This design comes from an exercise in tuning for small area and a short achievable clock period on the open sky130 flow, not from production work. RTL that was checked went through simulation tests only; none was proved equivalent to the original. Only the layout flow was run in runs 1 to 3; the RTL was not checked for function there. Power is estimated from default activity; no workload was simulated.

[design/flow/run.sh]
#!/bin/bash
# synth_recipe.tcl (not shown) runs the flow's synth.tcl, then flattens the netlist and writes it again
# the make line also repeats each setting of config.mk as NAME=value (left out here)
make -C /OpenROAD-flow-scripts/flow DESIGN_CONFIG=/design/flow/config.mk WORK_HOME=/design/flow/orfs CLKGATE_MAP_FILE= SYNTH_SCRIPT=/design/flow/synth_recipe.tcl finish
[design/flow/config.mk]
export PLATFORM = sky130hd
export DESIGN_NAME = chunk_fifo
export DESIGN_NICKNAME = chunk_fifo
export VERILOG_FILES = /design/flow/design.v
export SDC_FILE = /design/flow/constraint.sdc
export NUM_CORES = 4
export LEC_CHECK = 0
export CAP_MARGIN = 20
export CORE_MARGIN = 2
export CORE_UTILIZATION = 60
export SETUP_SLACK_MARGIN = 2.0
export SLEW_MARGIN = 20
[design/flow/constraint.sdc]
create_clock -name core_clock -period 4.2 [get_ports {clk}]
set_input_delay 0.8400 -clock core_clock [delete_from_list [all_inputs] [get_ports {clk}]]
set_output_delay 0.8400 -clock core_clock [all_outputs]
set_load 0.01 [all_outputs]
[design/flow/design.v]
module chunk_fifo #(
   parameter int DEPTH = 8,
   parameter int DW    = 256
) (
   input  logic          clk,
   input  logic          reset,
   input  logic          bus_val,
   input  logic          bus_sop,
   input  logic          bus_eop,
   input  logic [5:0]    bus_vbc,
   input  logic [DW-1:0] bus_data,
   output logic          bus_ready,
   output logic          bus_o_val,
   output logic          bus_o_sop,
   output logic          bus_o_eop,
   output logic [5:0]    bus_o_vbc,
   output logic [DW-1:0] bus_o_data,
   input  logic          bus_o_ready,
   output logic          idle,
   output logic          err,
   output logic [15:0]   pkt_cnt
);
   localparam int MD = DEPTH - 1;           
   localparam int EW = DW + 8;
   localparam logic S_IDLE   = 1'b0;
   localparam logic S_IN_PKT = 1'b1;
   logic [MD-1:0][EW-1:0] mem_q;
   logic [EW-1:0]         head_q, head_d, wr_entry;
   logic [MD-1:0]         wr_oh_q, wr_oh_d;     
   logic [MD-1:0]         rd_oh_q, rd_oh_d;     
   logic [MD-1:0]         mem_we_q, mem_we_d;   
   logic [MD-1:0]         mcnt_q, mcnt_d;       
   logic                  valid_q, valid_d;     
   logic                  ready_q, ready_d;
   logic                  idle_q, idle_d;
   logic                  state_q, state_d;
   logic                  err_q, err_d;
   logic [15:0]           pkt_cnt_q, pkt_cnt_d;
   logic accept, good_vbc, bad_frame, push, pop, to_head, to_mem, refill;
   logic sel_hold, sel_bus;
   logic [MD-1:0] sel_mem;
   assign bus_ready  = ready_q;
   assign bus_o_val  = valid_q;
   assign bus_o_sop  = head_q[DW+7];
   assign bus_o_eop  = head_q[DW+6];
   assign bus_o_vbc  = head_q[DW+5:DW];
   assign bus_o_data = head_q[DW-1:0];
   assign idle       = idle_q;
   assign err        = err_q;
   assign pkt_cnt    = pkt_cnt_q;
   assign wr_entry = {bus_sop, bus_eop, bus_vbc, bus_data};
   always_comb begin
      accept    = bus_val & ready_q;
      good_vbc  = (bus_vbc == 6'd32) | (bus_eop & ~bus_vbc[5] & (bus_vbc[4:0] != 5'd0));
      bad_frame = (state_q == S_IDLE) ? ~bus_sop : bus_sop;
      push      = accept & good_vbc & ~bad_frame;
      pop       = valid_q & bus_o_ready;
      to_head   = push & (~valid_q | (bus_o_ready & ~mcnt_q[0]));
      to_mem    = push & ~to_head;
      refill    = pop & mcnt_q[0];
   end
   always_comb begin
      state_d = state_q;
      err_d   = 1'b0;
      if (accept) begin
         if (~good_vbc | bad_frame) begin
            state_d = S_IDLE;
            err_d   = 1'b1;
         end else begin
            state_d = bus_eop ? S_IDLE : S_IN_PKT;
         end
      end
   end
   always_comb begin
      wr_oh_d   = to_mem ? {wr_oh_q[MD-2:0], wr_oh_q[MD-1]} : wr_oh_q;
      rd_oh_d   = refill ? {rd_oh_q[MD-2:0], rd_oh_q[MD-1]} : rd_oh_q;
      mcnt_d    = mcnt_q;
      if (to_mem & ~refill) mcnt_d = {mcnt_q[MD-2:0], 1'b1};
      if (refill & ~to_mem) mcnt_d = {1'b0, mcnt_q[MD-1:1]};
      valid_d   = valid_q ? (~bus_o_ready | mcnt_q[0] | push) : push;
      ready_d   = ~(valid_d & mcnt_d[MD-1]);
      mem_we_d  = wr_oh_d & {MD{~mcnt_d[MD-1]}};
      idle_d    = ~valid_d & (state_d == S_IDLE);
      pkt_cnt_d = pkt_cnt_q;
      if (pop && head_q[DW+6] && (pkt_cnt_q != 16'hFFFF)) begin
         pkt_cnt_d = pkt_cnt_q + 16'd1;
      end
   end
   always_comb begin
      sel_hold = ~reset & valid_q & ~bus_o_ready;
      sel_mem  = {MD{~reset & refill}} & rd_oh_q;
      sel_bus  = ~reset & to_head;
      head_d   = {EW{sel_hold}} & head_q;
      for (int i = 0; i < MD; i++) begin
         head_d = head_d | ({EW{sel_mem[i]}} & mem_q[i]);
      end
      head_d = head_d | ({EW{sel_bus}} & wr_entry);
   end
   always_ff @(posedge clk) begin
      if (reset) begin
         wr_oh_q   <= MD'(1);
         rd_oh_q   <= MD'(1);
         mem_we_q  <= MD'(1);
         mcnt_q    <= '0;
         valid_q   <= 1'b0;
         ready_q   <= 1'b1;
         idle_q    <= 1'b1;
         state_q   <= S_IDLE;
         err_q     <= 1'b0;
         pkt_cnt_q <= '0;
      end else begin
         wr_oh_q   <= wr_oh_d;
         rd_oh_q   <= rd_oh_d;
         mem_we_q  <= mem_we_d;
         mcnt_q    <= mcnt_d;
         valid_q   <= valid_d;
         ready_q   <= ready_d;
         idle_q    <= idle_d;
         state_q   <= state_d;
         err_q     <= err_d;
         pkt_cnt_q <= pkt_cnt_d;
      end
   end
   always_ff @(posedge clk) begin
      head_q <= head_d;
   end
   always_ff @(posedge clk) begin
      for (int i = 0; i < MD; i++) begin
         if (mem_we_q[i]) mem_q[i] <= wr_entry;
      end
   end
endmodule
==> results of run 1 <==
==> cell families after synthesis <==
| family | Yosys count | synth area share [%] |
|---|---|---|
| buf+inv | 545 | 3.12 |
| xor+xnor | 1 | 0.0117 |
| fa+ha+maj | 3 | 0.0501 |
| compound gates | 1107 | 13.3 |
| mux | 25 | 0.350 |
| simple gates | 131 | 0.872 |
| flops | 2161 | 82.3 |
==> metal layers <==
metal  part of all wire, %  up-vias  wire [um]
li1                      -    18446          -
met2                    48     2229      93800
met1                    38    22153      74900
met3                    11      308      21100
met4                   2.4       54       4660
met5                  0.17        -        330
==> worst max-delay path by stage <==
| stage | from | to | slack, ps | cells past startpoint |
|---|---|---|---|---|
| 2_1_floorplan | bus_vbc[1] | mem_we_q[2]$_SDFF_PP0_ | 1060 | 9 |
| 3_3_place_gp | bus_vbc[2] | mem_we_q[0]$_SDFF_PP1_ | 520 | 10 |
| 3_5_place_dp | bus_vbc[1] | mem_we_q[3]$_SDFF_PP0_ | 480 | 9 |
| 4_1_cts | head_q[5]$_DFF_P_ | bus_o_data[5] | 1970 | 1 |
| 5_1_grt | pkt_cnt_q[0]$_SDFFE_PP0P_ | pkt_cnt_q[8]$_SDFFE_PP0P_ | 1930 | 7 |
| 6_report | bus_sop | head_q[80]$_DFF_P_ | 2010 | 9 |
==> power by group through the flow <==
stage / clock network, mW / logic, mW / registers [mW]
after floorplan: 0 / 0.117 / 23.9
after global placement: 0 / 0.691 / 23.9
after detailed placement: 0 / 0.714 / 23.9
after CTS: 18.8 / 0.711 / 23.5
after global routing: 19.7 / 0.786 / 23.5
final: 18.6 / 0.722 / 23.5
==> cell usage in the layout (no fill, tap or decap), types with 4 or more instances in the layout <==
cell type | netlist | layout
a21oi_1 | 24 | 23
a222oi_1 | 528 | 528
a22oi_1 | 264 | 264
buf_12 | 0 | 54
buf_16 | 0 | 6
buf_2 | 0 | 160
buf_4 | 1 | 102
buf_6 | 9 | 98
bufinv_16 | 0 | 20
clkbuf_1 | 243 | 54
clkbuf_16 | 0 | 217
clkbuf_2 | 0 | 4
clkbuf_8 | 0 | 26
clkdlybuf4s50_1 | 0 | 256
clkinv_1 | 0 | 25
clkinv_2 | 0 | 36
clkinvlp_4 | 0 | 8
dfxtp_1 | 313 | 93
dfxtp_2 | 0 | 167
dfxtp_4 | 0 | 53
diode_2 | 0 | 22
edfxtp_1 | 1848 | 1848
inv_1 | 269 | 268
inv_6 | 0 | 6
mux2_2 | 10 | 9
mux2i_1 | 15 | 15
nand2_1 | 46 | 42
nand3_1 | 11 | 8
nand3b_1 | 6 | 6
nand4_1 | 7 | 7
nor2_1 | 32 | 25
nor2_4 | 0 | 7
nor2b_1 | 8 | 8
o2111ai_1 | 265 | 265
==> area by class of cell <==
class,instances,area share [%]
clock buffer,293,6.54
sequential,2161,69.1
tap,1637,2.28
timing repair buffer,693,7.52
antenna,22,0.0612
multi-input combinational,1267,12.3
clock inverter,94,1.09
inverter,270,1.13
==> sequential cells by signal, summed over array words and instances (netlist names) <==
register and flops:
err_q 1, head_q 264, idle_q 1, mcnt_q 7, mem_q 1848, mem_we_q 7
pkt_cnt_q 16, rd_oh_q 7, ready_q 1, state_q 1, valid_q 1, wr_oh_q 7
==> critical path, cell delays in order <==
cell and delay, ps:
clkdlybuf4s15_2 320, xnor2_4 300, nor4_4 90, buf_4 140, buf_4 140, o211ai_4 160
buf_4 310, clkbuf_16 350, o2111ai_1 150
==> stage by stage <==
| stage | hold slack, ps | power [mW] | setup WS (ps) | area (um2) | instances |
|---|---|---|---|---|---|
| floorplan | 437 | 24.0 | 1060 | 75100 | 3973 |
| global placement | 451 | 24.6 | 523 | 82800 | 5982 |
| detailed placement | 451 | 24.6 | 476 | 82800 | 5982 |
| CTS | 237 | 43.0 | 1970 | 89700 | 6405 |
| global route | 174 | 44.0 | 1930 | 90000 | 6426 |
| finish | 212 | 42.8 | 2010 | 90000 | 6437 |
==> repair_timing <==
| action | in CTS | in global routing |
|---|---|---|
| pin swaps | 10 | 14 |
| resized for setup | 1620 | 58 |
| endpoints found under the setup margin | 569 | 268 |
| cloned | 3 | 4 |
| setup buffers | 33 | 6 |
==> metrics.md, run 1 <==
| Metric | Value |
|---|---|
| Static Leak | `30.3 nW` |
| Vertical extent of the die | `358 um` |
| Number of antenna violations at the first check in global routing | `44` |
| Power Density | `475 mW/mm2` |
| Number of register bits inferred by synthesis | `2161` |
| Most heavily used metal layer in global routing | `met2` |
| Layout overhead on the synthesized area | `20.0%` |
| FF-to-FF End | `head_q[110]$_DFF_P_` |
| Combinational Power Share | `1.7%` |
| Final setup TNS | `0 ps` |
| Final design utilization | `72.7%` |
| Total Routed Length | `195000 um` |
| Core Area | `0.124 mm2` |
| Number of max-cap violations | `0` |
| Number of global-route vias before repair | `43353` |
| DR WL/cell | `30.3 um` |
| Share of synthesized area occupied by flip-flops and latches | `82.3%` |
| Path depth of the worst reg2reg path | `8` |
| Fraction of layout cells with a size suffix above 1 | `21.1%` |
| Synth Area per Inst | `18.9 um2` |
| Maximum fanout along the worst path | `37` |
| Portion of total power attributed to the clock network | `43.5%` |
| Highest ir drop seen on vdd | `0.000426 V` |
| Startpoint of the most critical hold path | `bus_vbc[3]` |
| Standard-cell rows | `129` |
| Setup slack, reg-to-reg | `2060 ps` |
| IO Count | `552` |
| Number of enable-type register cells in the synthesized netlist | `1848` |
| Clock transition at the registers of the reported paths | `60 ps` |
| Number of iterations in the first detailed-routing pass | `12` |
| Hold Path End | `mem_q[259]$_DFFE_PP_` |
| Number of warning messages in the yosys log | `1` |
| Die extent in x | `358 um` |
| Crit path time final | `2190 ps` |
| Normalized max-slew margin | `28.7%` |
| Number of clock sinks seen by CTS | `2161` |
| Post-Syn Area | `0.0750 mm2` |
| Maximum clock rate | `0.457 GHz` |
| Met1 track demand over resource | `40.5%` |
| Total routing usage reported by global routing | `30.1%` |
| Clock tree buffer depth | `3` |
| Clock root buffer master | `clkbuf_16` |
| Final hold vios | `0` |
| Sequential power share | `54.8%` |
| Final period util | `52.1%` |
| Startpoint Class | `input pin` |
| Vias per std cell | `6.71` |
| Switching fraction of total power | `19.0%` |
| Number of H-tree levels | `4` |
| Worst clock skew | `28.1 ps` |
| Starting utilization of the core area | `60.6%` |
| Insertion delay to the later sink of the worst-skew pair | `830 ps` |
| Data required time of the critical path | `4870 ps` |
| Most numerous cell in the Yosys netlist | `edfxtp_1` |
| Multi-input combinational cell area | `0.0111 mm2` |
| I/O Buffers | `551` |
| Fillcell total | `7590` |
| Area of all sequential standard cells | `0.0622 mm2` |
| Cell taking the most area after synthesis | `edfxtp_1` |
| Post-detailed-route count of antenna-violating nets | `0` |
| Class of the worst hold path | `input pin to register` |
| Sort of element at the end of the critical path | `register` |
| Hpwl dp | `97300 um` |
| Classification of the worst setup path | `input pin to register` |
| Count of vias placed by the detailed router | `43190` |
| Number of distinct library cells after synthesis | `50` |
| Most frequent cells after synthesis | `edfxtp_1, a222oi_1, dfxtp_1, inv_1, o2111ai_1` |
| TritonCTS clock tree | `built` |
| FF-to-FF Start | `valid_q$_SDFF_PP0_` |
| DRC viols | `0` |
| CP arrival | `2850 ps` |
| Quantity of hold-fixing buffers added after cts | `0` |
| P_int | `34.6 mW` |
| Setup Viol. Count Final | `0` |
| DRC violation total after the first TritonRoute iteration | `6353` |
| Grt ovf | `0` |
| Net load switching power | `8.15 mW` |
| First-pass GRT wire length | `283000 um` |
| Number of nets in the finished design | `4869` |
| Primary FF master, synth | `edfxtp_1` |
| Pin count of the biggest net entering global routing | `121` |
| Placer Congestion | `0.795` |
| Synth top area share | `74.0%` |
| Hold Path Stages | `1` |
| Count of pins over their slew limit | `0` |
| Transition at the pin with the smallest max-transition slack | `1070 ps` |
| Number of nets produced by synthesis | `4244` |
| Top post-synthesis cells by area | `edfxtp_1, dfxtp_1, a222oi_1, o2111ai_1, a22oi_1` |
| Synthesized instance count | `3973` |
| Global routing usage on met3 | `8.31%` |
| Met2 layer usage reported by global route | `48.2%` |
| Post-synthesis async set-or-reset flop share | `0%` |
| Num CTS Buffers | `205` |
| Setup repair after global routing missed its margin | `yes` |
| Die Outline Area | `0.128 mm2` |
| Outcome | `complete, no violations` |
==> run 2: changes to the inputs <==
--- a/design/flow/config.mk
+++ b/design/flow/config.mk
@@ -7,6 +7,5 @@
 export LEC_CHECK = 0
 export CAP_MARGIN = 20
 export CORE_MARGIN = 2
-export CORE_UTILIZATION = 60
-export SETUP_SLACK_MARGIN = 2.0
+export CORE_UTILIZATION = 40
 export SLEW_MARGIN = 20
==> run 2 against run 1 <==
Effect of this change: still clean on timing, DRC and antenna; flip-flop and latch count is the same; utilization down 24 points; design area increased by 1.3%; sequential share of layout area down 1.3 points; clock skew grew 23 ps; critical path type unchanged; critical endpoint is now mem_we_q[3]$_SDFF_PP0_; largest cell class unchanged.
==> metrics.md, run 2 <==
| Metric | Value |
|---|---|
| Outcome | `complete, no violations (unchanged)` |
| DR WL/cell | `27.8 um (was 30.3 um)` |
| Post-Synth Adder-Cell Area | `0.0500% (unchanged)` |
| IO Count | `552 (unchanged)` |
| Static Leak | `29.4 nW (was 30.3 nW)` |
| Power Density | `470 mW/mm2 (was 475 mW/mm2)` |
| Setup repair after global routing missed its margin | `no (was yes)` |
| Synth Area per Inst | `18.9 um2 (unchanged)` |
| Most common cell after layout, fill and taps aside | `edfxtp_1 (unchanged)` |
| Number of nets in the finished design | `4872 (was 4869)` |
| Most flops, register | `mem_q (unchanged)` |
| Most frequent cells in the layout | `edfxtp_1, clkdlybuf4s50_1, a222oi_1 (was edfxtp_1, a222oi_1, inv_1)` |
| Class of the worst hold path | `register to register (was input pin to register)` |
| Post-Syn Area | `0.0750 mm2 (unchanged)` |
| Clock transition at the registers of the reported paths | `60 ps (about the same)` |
| Normalized max-slew margin | `30.5% (was 28.7%)` |
| Number of antenna violations at the first check in global routing | `13 (was 44)` |
| Synthesized instance count | `3973 (unchanged)` |
| Pin count of the biggest net entering global routing | `98 (was 121)` |
| Post-detailed-route count of antenna-violating nets | `0 (unchanged)` |
| Quantity of hold-fixing buffers added after cts | `0 (unchanged)` |
| Insertion delay to the later sink of the worst-skew pair | `870 ps (was 830 ps)` |
| Final hold vios | `0 (unchanged)` |
| Hpwl dp | `109000 um (was 97300 um)` |
| Synthesized-area fraction occupied by and/or/nand/nor cells | `0.872% (unchanged)` |
| Number of flip-flops under the largest register name | `1848 (unchanged)` |
| Data required time of the critical path | `4940 ps (was 4870 ps)` |
| Transition at the pin with the smallest max-transition slack | `1040 ps (was 1070 ps)` |
| Maximum fanout along the worst path | `10 (was 37)` |
| FF-to-FF Start | `state_q$_SDFF_PP0_ (was valid_q$_SDFF_PP0_)` |
| Count of pins over their slew limit | `0 (unchanged)` |
| Die extent in x | `437 um (was 358 um)` |
| Count of placed standard cells in the final layout, fillers left out | `7278 (was 6437)` |
| Count of vias placed by the detailed router | `42881 (was 43190)` |
| Number of enable-type register cells in the synthesized netlist | `1848 (unchanged)` |
| Sequence of cells on the critical path | `clkdlybuf4s50_1, or4_4, nor4_4, o21a_2, ha_1, mux2_2, a21oi_1, nand2_1, mux2i_1 (was clkdlybuf4s15_2, xnor2_4, nor4_4, buf_4, buf_4, o211ai_4, buf_4, clkbuf_16, o2111ai_1)` |
| Startpoint Class | `input pin (unchanged)` |
| Final period util | `79.1% (was 52.1%)` |
| Die Outline Area | `0.191 mm2 (was 0.128 mm2)` |
| Number of iterations in the first detailed-routing pass | `8 (was 12)` |
| Post-synthesis async set-or-reset flop share | `0% (unchanged)` |
| Total routing usage reported by global routing | `20.7% (was 30.1%)` |
| Total Routed Length | `202000 um (was 195000 um)` |
| Number of register bits inferred by synthesis | `2161 (unchanged)` |
| Number of distinct library cells after synthesis | `50 (unchanged)` |
| Vertical extent of the die | `437 um (was 358 um)` |
| Path depth of the worst reg2reg path | `8 (unchanged)` |
| Hold Path End | `rd_oh_q[4]$_SDFFE_PP0P_ (was mem_q[259]$_DFFE_PP_)` |
| Top post-synthesis cells by area | `edfxtp_1, dfxtp_1, a222oi_1, o2111ai_1, a22oi_1 (unchanged)` |
| Grt ovf | `0 (unchanged)` |
| Setup slack, reg-to-reg | `1250 ps (was 2060 ps)` |
| FF-to-FF End | `mem_we_q[3]$_SDFF_PP0_ (was head_q[110]$_DFF_P_)` |
| Clock root buffer master | `clkbuf_16 (unchanged)` |
| DRC violation total after the first TritonRoute iteration | `5786 (was 6353)` |
| Synthesized-area fraction occupied by ao, oa, aoi and oai cells | `13.3% (unchanged)` |
| Number of nets produced by synthesis | `4244 (unchanged)` |
| Hold Path Stages | `2 (was 1)` |
| Starting utilization of the core area | `40.4% (was 60.6%)` |
| Maximum clock rate | `0.301 GHz (was 0.457 GHz)` |
| Number of warning messages in the yosys log | `1 (unchanged)` |
| Placer Congestion | `0.768 (was 0.795)` |
| I/O Buffers | `551 (unchanged)` |
| Synth top area share | `74.0% (unchanged)` |
| Cell taking the most area after synthesis | `edfxtp_1 (unchanged)` |
| First-pass GRT wire length | `296000 um (was 283000 um)` |
| Fraction of layout cells with a size suffix above 1 | `10.1% (was 21.1%)` |
| TritonCTS clock tree | `built (unchanged)` |
| Number of clock sinks seen by CTS | `2161 (unchanged)` |
| Number of buffers inserted to repair setup after CTS | `0 (was 33)` |
| Top Registers | `mem_q (1848), head_q (264), pkt_cnt_q (16) (unchanged)` |
| Primary FF master, synth | `edfxtp_1 (unchanged)` |
| Count of placed standard cells including taps | `6867 (was 5982)` |
| Number of H-tree levels | `4 (unchanged)` |
| Most numerous cell in the Yosys netlist | `edfxtp_1 (unchanged)` |
| Final setup TNS | `0 ps (unchanged)` |
| Share of synthesized area occupied by flip-flops and latches | `82.3% (unchanged)` |
| Worst clock skew | `51.0 ps (was 28.1 ps)` |
| Sort of element at the end of the critical path | `register (unchanged)` |
| Critical path's slowest cell | `clkdlybuf4s50_1 (was clkbuf_16)` |
| Number of global-route vias before repair | `43106 (was 43353)` |
| CP arrival | `4060 ps (was 2850 ps)` |
| Vias per std cell | `5.89 (was 6.71)` |
| Proportion of synthesized area in mux cells | `0.350% (unchanged)` |
| Total of cells resized after clock tree synthesis | `0 (was 1620)` |
| Core Area | `0.186 mm2 (was 0.124 mm2)` |
| Fillcell total | `15249 (was 7590)` |
| Post-synthesis xor/xnor area fraction | `0.0117% (unchanged)` |
| Delay of the slowest critical-path stage | `590 ps (was 350 ps)` |
| Main combinational cell family by area after synthesis | `compound AO/OA/AOI/OAI gates (unchanged)` |
| Classification of the worst setup path | `input pin to register (unchanged)` |
| Standard-cell rows | `158 (was 129)` |
| Highest ir drop seen on vdd | `0.000351 V (was 0.000426 V)` |
| Setup Viol. Count Final | `0 (unchanged)` |
| Startpoint of the most critical hold path | `rd_oh_q[4]$_SDFFE_PP0P_ (was bus_vbc[3])` |
| Layout overhead on the synthesized area | `21.6% (was 20.0%)` |
| Number of max-cap violations | `0 (unchanged)` |
| Most frequent cells after synthesis | `edfxtp_1, a222oi_1, dfxtp_1, inv_1, o2111ai_1 (unchanged)` |
| Num CTS Buffers | `211 (was 205)` |
| DRC viols | `0 (unchanged)` |
| Crit path time final | `3320 ps (was 2190 ps)` |
| Clock tree buffer depth | `3 (unchanged)` |
run 2: kinds of logic (layout without fill, tap and decap cells):
logic type | count (synthesis) | in the layout
flip-flops | 2161 | 2161
AO/OA/AOI/OAI | 1107 | 1107
buffers and inverters | 545 | 1361
AND/OR/NAND/NOR | 131 | 131
multiplexers | 25 | 25
adder cells (fa/ha/maj) | 3 | 3
XOR/XNOR | 1 | 1
other | 0 | 9
run 2: how the worst max path moves through the flow:
stage | startpoint | to | slack, ps | cells after the start
2_1_floorplan | mem_we_q[2]$_SDFF_PP0_ | mem_q[528]$_DFFE_PP_ | -2510 | 0
3_3_place_gp | bus_vbc[4] | mem_we_q[6]$_SDFF_PP0_ | 140 | 9
3_5_place_dp | bus_vbc[3] | mem_we_q[3]$_SDFF_PP0_ | 80 | 9
4_1_cts | bus_vbc[3] | mem_we_q[3]$_SDFF_PP0_ | 1010 | 9
5_1_grt | bus_vbc[3] | mem_we_q[5]$_SDFF_PP0_ | 750 | 9
6_report | bus_vbc[3] | mem_we_q[3]$_SDFF_PP0_ | 880 | 9
run 2: worst max-delay path: cells and delay by family:
| family | cells | cell delay (ps) |
|---|---|---|
| compound gates | 2 | 670 |
| fa+ha+maj | 1 | 290 |
| buf+inv | 1 | 590 |
| mux | 2 | 550 |
| simple gates | 3 | 1120 |
run 2: report_power, final:
| part | total [mW] | internal, mW | switching, mW |
|---|---|---|---|
| Sequential | 23.5 | 23.4 | 0.0646 |
| Combinational | 0.756 | 0.318 | 0.438 |
| Clock | 18.6 | 10.5 | 8.11 |
| Total | 42.9 | 34.2 | 8.61 |
run 2: metrics by stage:
stage	worst slack, ps	total power [mW]	util [%]	cell area [um2]	hold slack [ps]
2_1_floorplan	-2510	24.1	-	75000	437
3_3_place_gp	138	24.6	45.3	84200	446
3_5_place_dp	84.5	24.7	45.3	84200	452
4_1_cts	1010	43.2	49.1	91200	460
5_1_grt	751	44.1	49.1	91200	503
6_report	879	42.9	49.1	91200	464
run 2: per-layer routing:
metal,GRT usage [%],routed length (um)
met1,28.2,84600
met2,34.1,98500
met3,3.43,14700
met4,5.87,4430
met5,0,69
run 2: area by class of cell:
type / instances / area, um2 / share of cell area, %
antenna: 9 / 22.5 / 0.0247
sequential: 2161 / 61800 / 67.7
clock buffer: 306 / 5990 / 6.56
inverter: 270 / 1010 / 1.11
multi-input combinational: 1267 / 11000 / 12.0
timing repair buffer: 690 / 7390 / 8.10
clock inverter: 95 / 951 / 1.04
tap: 2480 / 3100 / 3.40
==> run 3: changes to the inputs <==
==> design/flow/flow/run.sh (new file) <==
#!/bin/bash
# Standard ORFS layout (the standard.sh, unchanged synthesis), except that the port
# buffers are sky130_fd_sc_hd__buf_2 instead of the delay-cell buffer buffer_ports picks
# by default. Every make/OpenROAD/Yosys log stays under orfs/logs; make's own output goes
# to flow_make.log in this folder.
set -euo pipefail
bash standard.sh "BUFFER_PORTS_ARGS=-buffer_cell sky130_fd_sc_hd__buf_2" finish > flow_make.log 2>&1
==> design/flow/standard.sh (new file) <==
#!/bin/bash
# synth_recipe.tcl (not shown) runs the flow's synth.tcl, then flattens the netlist and writes it again
# the make line also repeats each setting of config.mk as NAME=value (left out here)
make -C /OpenROAD-flow-scripts/flow DESIGN_CONFIG=/design/flow/config.mk WORK_HOME=/design/flow/orfs CLKGATE_MAP_FILE= SYNTH_SCRIPT=/design/flow/synth_recipe.tcl "${@:-finish}"
--- a/design/flow/config.mk
+++ b/design/flow/config.mk
@@ -7,5 +7,6 @@
 export LEC_CHECK = 0
 export CAP_MARGIN = 20
 export CORE_MARGIN = 2
-export CORE_UTILIZATION = 40
+export CORE_UTILIZATION = 60
+export SETUP_SLACK_MARGIN = 2.0
 export SLEW_MARGIN = 20
removed: design/flow/run.sh
==> run 3 against run 2 <==
Effect of this change: still clean; die area down 33%; global-route usage grew 8.9 points; critical path depth unchanged; worst setup slack gained 1100 ps; critical endpoint is now mem_we_q[5]$_SDFF_PP0_; largest cell class unchanged.
==> metrics.md, run 3 <==
| Metric | Value |
|---|---|
| Outcome | `complete, no violations (unchanged)` |
| First-pass GRT wire length | `278000 um (was 296000 um)` |
| Critical path's top delay family | `simple AND/OR/NAND/NOR gates (unchanged)` |
| Sequence of cells on the critical path | `buf_12, or4_4, nor4_4, o21a_2, ha_4, mux2_4, a21oi_4, nand2_1, mux2i_1 (was clkdlybuf4s50_1, or4_4, nor4_4, o21a_2, ha_1, mux2_2, a21oi_1, nand2_1, mux2i_1)` |
| Number of nets in the finished design | `4832 (was 4872)` |
| Worst clock skew | `25.2 ps (was 51.0 ps)` |
| Data required time of the critical path | `4920 ps (was 4940 ps)` |
| Final period util | `52.8% (was 79.1%)` |
| DRC violation total after the first TritonRoute iteration | `5713 (was 5786)` |
| Hpwl dp | `96100 um (was 109000 um)` |
| Quantity of hold-fixing buffers added after cts | `0 (unchanged)` |
| Post-detailed-route count of antenna-violating nets | `0 (unchanged)` |
| DRC viols | `0 (unchanged)` |
| Number of H-tree levels | `4 (unchanged)` |
| Most common cell after layout, fill and taps aside | `edfxtp_1 (unchanged)` |
| I/O Buffers | `551 (unchanged)` |
| Post-synthesis async set-or-reset flop share | `0% (unchanged)` |
| Number of clock sinks seen by CTS | `2161 (unchanged)` |
| Vertical extent of the die | `358 um (was 437 um)` |
| Grt ovf | `0 (unchanged)` |
| Layout overhead on the synthesized area | `16.5% (was 21.6%)` |
| Number of enable-type register cells in the synthesized netlist | `1848 (unchanged)` |
| Crit path time final | `2220 ps (was 3320 ps)` |
| Class of the worst hold path | `input pin to register (was register to register)` |
| Startpoint Class | `input pin (unchanged)` |
| Die Outline Area | `0.128 mm2 (was 0.191 mm2)` |
| Number of global-route vias before repair | `42725 (was 43106)` |
| Most frequent cells after synthesis | `edfxtp_1, a222oi_1, dfxtp_1, inv_1, o2111ai_1 (unchanged)` |
| Fraction of layout cells with a size suffix above 1 | `22.5% (was 10.1%)` |
| Total Routed Length | `190000 um (was 202000 um)` |
| Vias per std cell | `6.62 (was 5.89)` |
| Insertion delay to the later sink of the worst-skew pair | `820 ps (was 870 ps)` |
| Final hold vios | `0 (unchanged)` |
| Count of vias placed by the detailed router | `42383 (was 42881)` |
| Synthesized instance count | `3973 (unchanged)` |
| Synth top area share | `74.0% (unchanged)` |
| Die extent in x | `358 um (was 437 um)` |
| Core Area | `0.124 mm2 (was 0.186 mm2)` |
| Maximum fanout along the worst path | `7 (was 10)` |
| Highest ir drop seen on vdd | `0.000440 V (was 0.000351 V)` |
| Starting utilization of the core area | `60.6% (was 40.4%)` |
| Power Density | `479 mW/mm2 (was 470 mW/mm2)` |
| DR WL/cell | `29.7 um (was 27.8 um)` |
| Sort of element at the end of the critical path | `register (unchanged)` |
| Delay of the slowest critical-path stage | `560 ps (was 590 ps)` |
| Number of flip-flops under the largest register name | `1848 (unchanged)` |
| Static Leak | `29.7 nW (was 29.4 nW)` |
| Top Registers | `mem_q (1848), head_q (264), pkt_cnt_q (16) (unchanged)` |
| Placer Congestion | `0.791 (was 0.768)` |
| Share of synthesized area occupied by flip-flops and latches | `82.3% (unchanged)` |
| Clock transition at the registers of the reported paths | `60 ps (about the same)` |
| Primary FF master, synth | `edfxtp_1 (unchanged)` |
| IO Count | `552 (unchanged)` |
| Synth Area per Inst | `18.9 um2 (unchanged)` |
| Most flops, register | `mem_q (unchanged)` |
| Pin count of the biggest net entering global routing | `110 (was 98)` |
| Number of distinct library cells after synthesis | `50 (unchanged)` |
| TritonCTS clock tree | `built (unchanged)` |
| Standard-cell rows | `129 (was 158)` |
| CP arrival | `2940 ps (was 4060 ps)` |
| Final design utilization | `70.6% (was 49.1%)` |
| Cell taking the most area after synthesis | `edfxtp_1 (unchanged)` |
| Transition at the pin with the smallest max-transition slack | `1090 ps (was 1040 ps)` |
| Post-Syn Area | `0.0750 mm2 (unchanged)` |
| Number of nets produced by synthesis | `4244 (unchanged)` |
| Number of antenna violations at the first check in global routing | `78 (was 13)` |
| Number of max-cap violations | `0 (unchanged)` |
| Normalized max-slew margin | `27.7% (was 30.5%)` |
| Setup repair after global routing missed its margin | `yes (was no)` |
| Most numerous cell in the Yosys netlist | `edfxtp_1 (unchanged)` |
| Critical path's slowest cell | `or4_4 (was clkdlybuf4s50_1)` |
| Classification of the worst setup path | `input pin to register (unchanged)` |
| Most frequent cells in the layout | `edfxtp_1, a222oi_1, buf_2 (was edfxtp_1, clkdlybuf4s50_1, a222oi_1)` |
| Number of iterations in the first detailed-routing pass | `10 (was 8)` |
| Clock root buffer master | `clkbuf_16 (unchanged)` |
| Count of pins over their slew limit | `0 (unchanged)` |
| Maximum clock rate | `0.451 GHz (was 0.301 GHz)` |
| Top post-synthesis cells by area | `edfxtp_1, dfxtp_1, a222oi_1, o2111ai_1, a22oi_1 (unchanged)` |
| Num CTS Buffers | `205 (was 211)` |
| Clock tree buffer depth | `3 (unchanged)` |
| Number of warning messages in the yosys log | `1 (unchanged)` |
| Final setup TNS | `0 ps (unchanged)` |
| Number of register bits inferred by synthesis | `2161 (unchanged)` |
| Count of buffer and inverter cells on the critical path | `1 (unchanged)` |
| Total routing usage reported by global routing | `29.5% (was 20.7%)` |
| Setup Viol. Count Final | `0 (unchanged)` |
run 3: cell counts after synthesis:
Identical to the previous run, type by type.
run 3: final timing paths:
| path | start | end | slack, ps | cells after the start |
|---|---|---|---|---|
| max | bus_vbc[4] | mem_we_q[5]$_SDFF_PP0_ | 1980 | 9 |
| min | bus_vbc[4] | mem_q[788]$_DFFE_PP_ | 240 | 1 |
| max reg2reg | ready_q$_SDFF_PP1_ | mem_we_q[5]$_SDFF_PP0_ | 2060 | 8 |
| min reg2reg | rd_oh_q[6]$_SDFFE_PP0P_ | rd_oh_q[6]$_SDFFE_PP0P_ | 460 | 2 |
run 3: worst reg2reg max path: stages (launching register included):
cell and delay, ps:
dfxtp_4 390, nand3_2 100, nor4_4 360, o21a_2 220, ha_4 150, mux2_4 310
a21oi_4 270, nand2_1 110, mux2i_1 130
run 3: power breakdown:
group,switching [mW],leakage (nW),total [mW],internal [mW]
clock,7.56,3.19,17.9,10.3
combinational,0.403,6.92,0.578,0.176
sequential,0.0560,19.6,23.5,23.4
run 3: timing repair:
item | 4_1_cts | 5_1_grt
gates cloned | 0 | 1
pin swaps | 7 | 3
gates resized for setup | 222 | 49
setup buffers | 14 | 6
endpoints found under the setup margin | 427 | 174
run 3: area by class of cell:
cell class	count	area [um2]
inverters	270	1020
multi-input cells	1267	11100
diodes	23	57.6
fillers	7871	36400
well taps	1637	2050
repair buffers	656	4740
clock buffers	306	5840
flip-flops and latches	2161	61900
clock inverters	79	698
run 3: per-stage QoR:
stage | setup WS (ps) | std cells | power (mW) | hold slack (ps) | cell area [um2]
3_3_place_gp | 724 | 5970 | 24.4 | 445 | 79900
5_1_grt | 1930 | 6391 | 43.1 | 204 | 87400
6_report | 1980 | 6399 | 41.9 | 239 | 87400
3_5_place_dp | 704 | 5970 | 24.5 | 453 | 79900
4_1_cts | 1980 | 6369 | 42.1 | 232 | 87100
2_1_floorplan | 1060 | 3973 | 24.0 | 437 | 75100
run 3: kinds of logic (layout without fill, tap and decap cells):
logic type	count (synthesis)	after routing	share of synthesized area, %
adders and majority gates	3	3	0.0501
DFF	2161	2161	82.3
buffers and inverters	545	1311	3.12
other	0	23	0
and+or+nand+nor	131	131	0.872
xor gates and xnor gates	1	1	0.0117
muxes	25	25	0.350
AOI/OAI and AO/OA	1107	1107	13.3
run 3: routing by layer:
layer	vias to the layer above	part of all wire (%)	global-route usage [%]
li1	18358	-	-
met1	21631	39	39.3
met2	1970	48	47.6
met3	356	10	8.48
met4	68	2.6	9.29
met5	-	0.23	0
==> run 4: changes to the inputs <==
--- a/design/flow/design.v
+++ b/design/flow/design.v
@@ -21,6 +21,7 @@
    output logic [15:0]   pkt_cnt
 );
    localparam int MD = DEPTH - 1;           
+   localparam int CW = $clog2(MD + 1);
    localparam int EW = DW + 8;
    localparam logic S_IDLE   = 1'b0;
    localparam logic S_IN_PKT = 1'b1;
@@ -29,7 +30,8 @@
    logic [MD-1:0]         wr_oh_q, wr_oh_d;     
    logic [MD-1:0]         rd_oh_q, rd_oh_d;     
    logic [MD-1:0]         mem_we_q, mem_we_d;   
-   logic [MD-1:0]         mcnt_q, mcnt_d;       
+   logic [CW-1:0]         mcnt_q, mcnt_d;       
+   logic                  mem_ne_q, mem_ne_d;   
    logic                  valid_q, valid_d;     
    logic                  ready_q, ready_d;
    logic                  idle_q, idle_d;
@@ -55,9 +57,9 @@
       bad_frame = (state_q == S_IDLE) ? ~bus_sop : bus_sop;
       push      = accept & good_vbc & ~bad_frame;
       pop       = valid_q & bus_o_ready;
-      to_head   = push & (~valid_q | (bus_o_ready & ~mcnt_q[0]));
+      to_head   = push & (~valid_q | (bus_o_ready & ~mem_ne_q));
       to_mem    = push & ~to_head;
-      refill    = pop & mcnt_q[0];
+      refill    = pop & mem_ne_q;
    end
    always_comb begin
       state_d = state_q;
@@ -74,12 +76,11 @@
    always_comb begin
       wr_oh_d   = to_mem ? {wr_oh_q[MD-2:0], wr_oh_q[MD-1]} : wr_oh_q;
       rd_oh_d   = refill ? {rd_oh_q[MD-2:0], rd_oh_q[MD-1]} : rd_oh_q;
-      mcnt_d    = mcnt_q;
-      if (to_mem & ~refill) mcnt_d = {mcnt_q[MD-2:0], 1'b1};
-      if (refill & ~to_mem) mcnt_d = {1'b0, mcnt_q[MD-1:1]};
-      valid_d   = valid_q ? (~bus_o_ready | mcnt_q[0] | push) : push;
-      ready_d   = ~(valid_d & mcnt_d[MD-1]);
-      mem_we_d  = wr_oh_d & {MD{~mcnt_d[MD-1]}};
+      mcnt_d    = mcnt_q + CW'(to_mem) - CW'(refill);
+      mem_ne_d  = (mcnt_d != '0);
+      valid_d   = valid_q ? (~bus_o_ready | mem_ne_q | push) : push;
+      ready_d   = ~(valid_d & (mcnt_d == CW'(MD)));
+      mem_we_d  = wr_oh_d & {MD{mcnt_d != CW'(MD)}};
       idle_d    = ~valid_d & (state_d == S_IDLE);
       pkt_cnt_d = pkt_cnt_q;
       if (pop && head_q[DW+6] && (pkt_cnt_q != 16'hFFFF)) begin
@@ -102,6 +103,7 @@
          rd_oh_q   <= MD'(1);
          mem_we_q  <= MD'(1);
          mcnt_q    <= '0;
+         mem_ne_q  <= 1'b0;
          valid_q   <= 1'b0;
          ready_q   <= 1'b1;
          idle_q    <= 1'b1;
@@ -113,6 +115,7 @@
          rd_oh_q   <= rd_oh_d;
          mem_we_q  <= mem_we_d;
          mcnt_q    <= mcnt_d;
+         mem_ne_q  <= mem_ne_d;
          valid_q   <= valid_d;
          ready_q   <= ready_d;
          idle_q    <= idle_d;
==> design/flow/run.sh (new file) <==
#!/bin/bash
# synth_recipe.tcl (not shown) runs the flow's synth.tcl, then flattens the netlist and writes it again
# the make line also repeats each setting of config.mk as NAME=value (left out here)
make -C /OpenROAD-flow-scripts/flow DESIGN_CONFIG=/design/flow/config.mk WORK_HOME=/design/flow/orfs CLKGATE_MAP_FILE= SYNTH_SCRIPT=/design/flow/synth_recipe.tcl finish
--- a/design/flow/config.mk
+++ b/design/flow/config.mk
@@ -7,6 +7,5 @@
 export LEC_CHECK = 0
 export CAP_MARGIN = 20
 export CORE_MARGIN = 2
-export CORE_UTILIZATION = 60
-export SETUP_SLACK_MARGIN = 2.0
+export CORE_UTILIZATION = 40
 export SLEW_MARGIN = 20
removed: design/flow/flow/run.sh
removed: design/flow/standard.sh
==> run 4 against run 3 <==
Effect of this change: global-route usage is 8.1 points lower; highest routed layer unchanged; utilization down 22 points; clock skew is 34 ps higher; area after synthesis is 4.4% higher.
==> metrics.md, run 4 <==
| Metric | Value |
|---|---|
| Number of register bits inferred by synthesis | `2158 (was 2161)` |
| Number of clock sinks seen by CTS | `2158 (was 2161)` |
| Share of synthesized area occupied by flip-flops and latches | `78.8% (was 82.3%)` |
| DRC violation total after the first TritonRoute iteration | `4317 (was 5713)` |
| Maximum clock rate | `0.305 GHz (was 0.451 GHz)` |
| Most frequent cells in the layout | `edfxtp_1, nand3_1, clkdlybuf4s50_1 (was edfxtp_1, a222oi_1, buf_2)` |
| Placer Congestion | `0.774 (was 0.791)` |
| Count of pins over their slew limit | `0 (unchanged)` |
| Total routing usage reported by global routing | `21.4% (was 29.5%)` |
| Number of enable-type register cells in the synthesized netlist | `1848 (unchanged)` |
| Crit path time final | `3270 ps (was 2220 ps)` |
| Transition at the pin with the smallest max-transition slack | `1120 ps (was 1090 ps)` |
| Standard-cell rows | `162 (was 129)` |
| Top post-synthesis cells by area | `edfxtp_1, dfxtp_1, nand3_1, a22o_1, a2111o_1 (was edfxtp_1, dfxtp_1, a222oi_1, o2111ai_1, a22oi_1)` |
| Clock transition at the registers of the reported paths | `60 ps (about the same)` |
| Count of buffer and inverter cells on the critical path | `3 (was 1)` |
| Most numerous cell in the Yosys netlist | `edfxtp_1 (unchanged)` |
| Hpwl dp | `115000 um (was 96100 um)` |
| TritonCTS clock tree | `built (unchanged)` |
| Most frequent cells after synthesis | `edfxtp_1, nand3_1, clkbuf_1, a22o_1, dfxtp_1 (was edfxtp_1, a222oi_1, dfxtp_1, inv_1, o2111ai_1)` |
| Post-detailed-route count of antenna-violating nets | `0 (unchanged)` |
| Most flops, register | `mem_q (unchanged)` |
| Cell taking the most area after synthesis | `edfxtp_1 (unchanged)` |
| Static Leak | `31.4 nW (was 29.7 nW)` |
| Final hold vios | `0 (unchanged)` |
| Final setup TNS | `0 ps (unchanged)` |
| Sort of element at the end of the critical path | `register (unchanged)` |
| DR WL/cell | `26.5 um (was 29.7 um)` |
| Num CTS Buffers | `215 (was 205)` |
| Pin count of the biggest net entering global routing | `162 (was 110)` |
| Clock tree buffer depth | `3 (unchanged)` |
| Die Outline Area | `0.199 mm2 (was 0.128 mm2)` |
| Quantity of hold-fixing buffers added after cts | `0 (unchanged)` |
| CP arrival | `3990 ps (was 2940 ps)` |
| Data required time of the critical path | `4920 ps (about the same)` |
| Top Registers | `mem_q (1848), head_q (264), pkt_cnt_q (16) (unchanged)` |
| Layout overhead on the synthesized area | `21.1% (was 16.5%)` |
| Vertical extent of the die | `446 um (was 358 um)` |
| Startpoint Class | `input pin (unchanged)` |
| Number of nets produced by synthesis | `5064 (was 4244)` |
| Critical path's slowest cell | `or4_1 (was or4_4)` |
| Power Density | `457 mW/mm2 (was 479 mW/mm2)` |
| Insertion delay to the later sink of the worst-skew pair | `880 ps (was 820 ps)` |
| Final period util | `78.0% (was 52.8%)` |
| Setup Viol. Count Final | `0 (unchanged)` |
| Vias per std cell | `5.75 (was 6.62)` |
| DRC viols | `0 (unchanged)` |
| Worst-case hold slack | `449 ps (was 239 ps)` |
| Normalized max-slew margin | `25.1% (was 27.7%)` |
| Primary FF master, synth | `edfxtp_1 (unchanged)` |
| Clock root buffer master | `clkbuf_16 (unchanged)` |
| Most common cell after layout, fill and taps aside | `edfxtp_1 (unchanged)` |
| Critical path's top delay family | `simple AND/OR/NAND/NOR gates (unchanged)` |
| Synthesized instance count | `4792 (was 3973)` |
| IO Count | `552 (unchanged)` |
| Classification of the worst setup path | `input pin to register (unchanged)` |
| Maximum fanout along the worst path | `4 (was 7)` |
| Total of cells resized after clock tree synthesis | `0 (was 222)` |
| Setup repair after global routing missed its margin | `no (was yes)` |
| Delay of the slowest critical-path stage | `590 ps (was 560 ps)` |
| Number of distinct library cells after synthesis | `55 (was 50)` |
| Total Routed Length | `217000 um (was 190000 um)` |
| Count of vias placed by the detailed router | `47041 (was 42383)` |
| Fraction of layout cells with a size suffix above 1 | `9.24% (was 22.5%)` |
| Number of flip-flops under the largest register name | `1848 (unchanged)` |
| Outcome | `complete, no violations (unchanged)` |
| I/O Buffers | `551 (unchanged)` |
| Starting utilization of the core area | `40.2% (was 60.6%)` |
| Number of iterations in the first detailed-routing pass | `5 (was 10)` |
| Number of buffers inserted to repair setup after CTS | `0 (was 14)` |
| Worst clock skew | `58.9 ps (was 25.2 ps)` |
| Number of H-tree levels | `4 (unchanged)` |
| Number of warning messages in the yosys log | `1 (unchanged)` |
| Post-synthesis async set-or-reset flop share | `0% (unchanged)` |
| Number of max-cap violations | `0 (unchanged)` |
| Synth top area share | `70.9% (was 74.0%)` |
| Highest ir drop seen on vdd | `0.000416 V (was 0.000440 V)` |
| Post-Syn Area | `0.0783 mm2 (was 0.0750 mm2)` |
| Grt ovf | `0 (unchanged)` |
| Number of antenna violations at the first check in global routing | `36 (was 78)` |
| Class of the worst hold path | `register to register (was input pin to register)` |
| Die extent in x | `446 um (was 358 um)` |
| First-pass GRT wire length | `318000 um (was 278000 um)` |
| Sequence of cells on the critical path | `clkdlybuf4s50_1, or4_1, o31ai_1, nand4_1, ha_1, inv_1, ha_1, inv_1, fa_1, nor2b_1, nand3_1, a31oi_1, o211ai_1 (was buf_12, or4_4, nor4_4, o21a_2, ha_4, mux2_4, a21oi_4, nand2_1, mux2i_1)` |
| Core Area | `0.195 mm2 (was 0.124 mm2)` |
| Number of nets in the finished design | `5612 (was 4832)` |
| Synth Area per Inst | `16.3 um2 (was 18.9 um2)` |
| Number of global-route vias before repair | `46903 (was 42725)` |
-- run 4: layout make-up --
cell class	instances	area, um2
Inverter	116	435
Tap cell	2624	3280
Timing Repair Buffer	693	7340
Clock inverter	93	1060
Clock buffer	316	6090
Fill cell	16293	100000
Sequential cell	2158	61700
Multi-Input combinational cell	2156	14800
Antenna cell	22	55.1
-- run 4: cell families (layout without fill, tap and decap cells) --
kind of cell | after synthesis | count (layout) | synth area share [%]
compound gates | 1054 | 1054 | 11.6
xor+xnor | 4 | 4 | 0.0639
fa+ha+maj | 4 | 4 | 0.0735
buf+inv | 478 | 1218 | 2.37
flops | 2158 | 2158 | 78.8
mux | 21 | 21 | 0.280
other cells | 0 | 22 | 0
simple gates | 1073 | 1073 | 6.85
-- run 4: report_power, final --
group / total [mW] / internal [mW] / switching, mW
Sequential: 23.4 / 23.4 / 0.0610
Combinational: 0.726 / 0.322 / 0.404
Clock: 19.2 / 11.0 / 8.16
-- run 4: path summary, 6_finish.rpt --
check | start | to | slack (ps) | depth (start not counted)
worst max register to register | valid_q$_SDFF_PP0_ | mem_we_q[0]$_SDFF_PP1_ | 1210 | 11
worst min-delay path | mem_q[255]$_DFFE_PP_ | head_q[255]$_DFF_P_ | 450 | 2
worst min register to register | mem_q[255]$_DFFE_PP_ | head_q[255]$_DFF_P_ | 450 | 2
worst max-delay path | bus_vbc[1] | mem_we_q[0]$_SDFF_PP1_ | 930 | 13
-- run 4: routing by layer --
layer / up-vias / part of all wire (%) / GRT usage, %
met5: - / 0.095 / 0
met4: 28 / 3.0 / 7.74
met1: 24384 / 41 / 27.6
met3: 324 / 7.2 / 4.66
met2: 1690 / 49 / 35.5
li1: 20615 / - / -
-- run 4: worst register-to-register path: cells and delay by family, from the launching register on --
| kind | cells | cell delay, ps |
|---|---|---|
| and+or+nand+nor | 3 | 480 |
| adders and majority gates | 3 | 960 |
| AOI/OAI and AO/OA | 3 | 690 |
| DFF | 1 | 640 |
| buffers and inverters | 2 | 110 |
-- run 4: through the flow --
stage / std cells / utilization (%) / cell area (um2) / setup slack [ps] / total power, mW
final: 8178 / 48.7 / 94800 / 925 / 43.4
after global routing: 8173 / 48.7 / 94800 / 724 / 44.6
after detailed placement: 7747 / 45.0 / 87600 / 85.2 / 24.6
after global placement: 7747 / 45.0 / 87600 / -16.3 / 24.6
after CTS: 8156 / 48.6 / 94800 / 1010 / 43.7
after floorplan: 4792 / - / 78300 / -2510 / 24.0

## re-timing with driven ports
How much do the figures lean on ideal ports? The routed layouts below were timed once more, with nothing changed but the port constraints.
Step 1 (the two cells are an assumption about what drives the block):
set clk [get_ports {clk}]
set_driving_cell -lib_cell sky130_fd_sc_hd__clkbuf_16 $clk
set_driving_cell -lib_cell sky130_fd_sc_hd__buf_2 [delete_from_list [all_inputs] $clk]
Step 2, shift: input delay + t, output delay - t, t = (earliest + latest rising clock arrival at the registers) / 2. This alone moves slack from input paths to output paths.
a / b / c = ideal / step 1 / step 2; a / b = the first two.
run | t (ns) | slack for setup (ns) | clock arrival spread, ns | cell pins on the clock port's net
run 1 | 0.895 | 2.012 / 1.941 / 1.144 | 0.030 / 0.031 | 1
run 2 | 0.922 | 0.879 / 0.937 / 0.014 | 0.057 / 0.057 | 1
run 3 | 0.883 | 1.982 / 1.945 / 1.102 | 0.028 / 0.029 | 1
run 4 | 0.924 | 0.925 / 0.982 / 0.058 | 0.066 / 0.067 | 1
After both steps setup and hold are still met in every run listed. For run 3, which loses most, drivers alone change the setup slack by -0.037 ns; drivers and shift together by -0.880 ns.
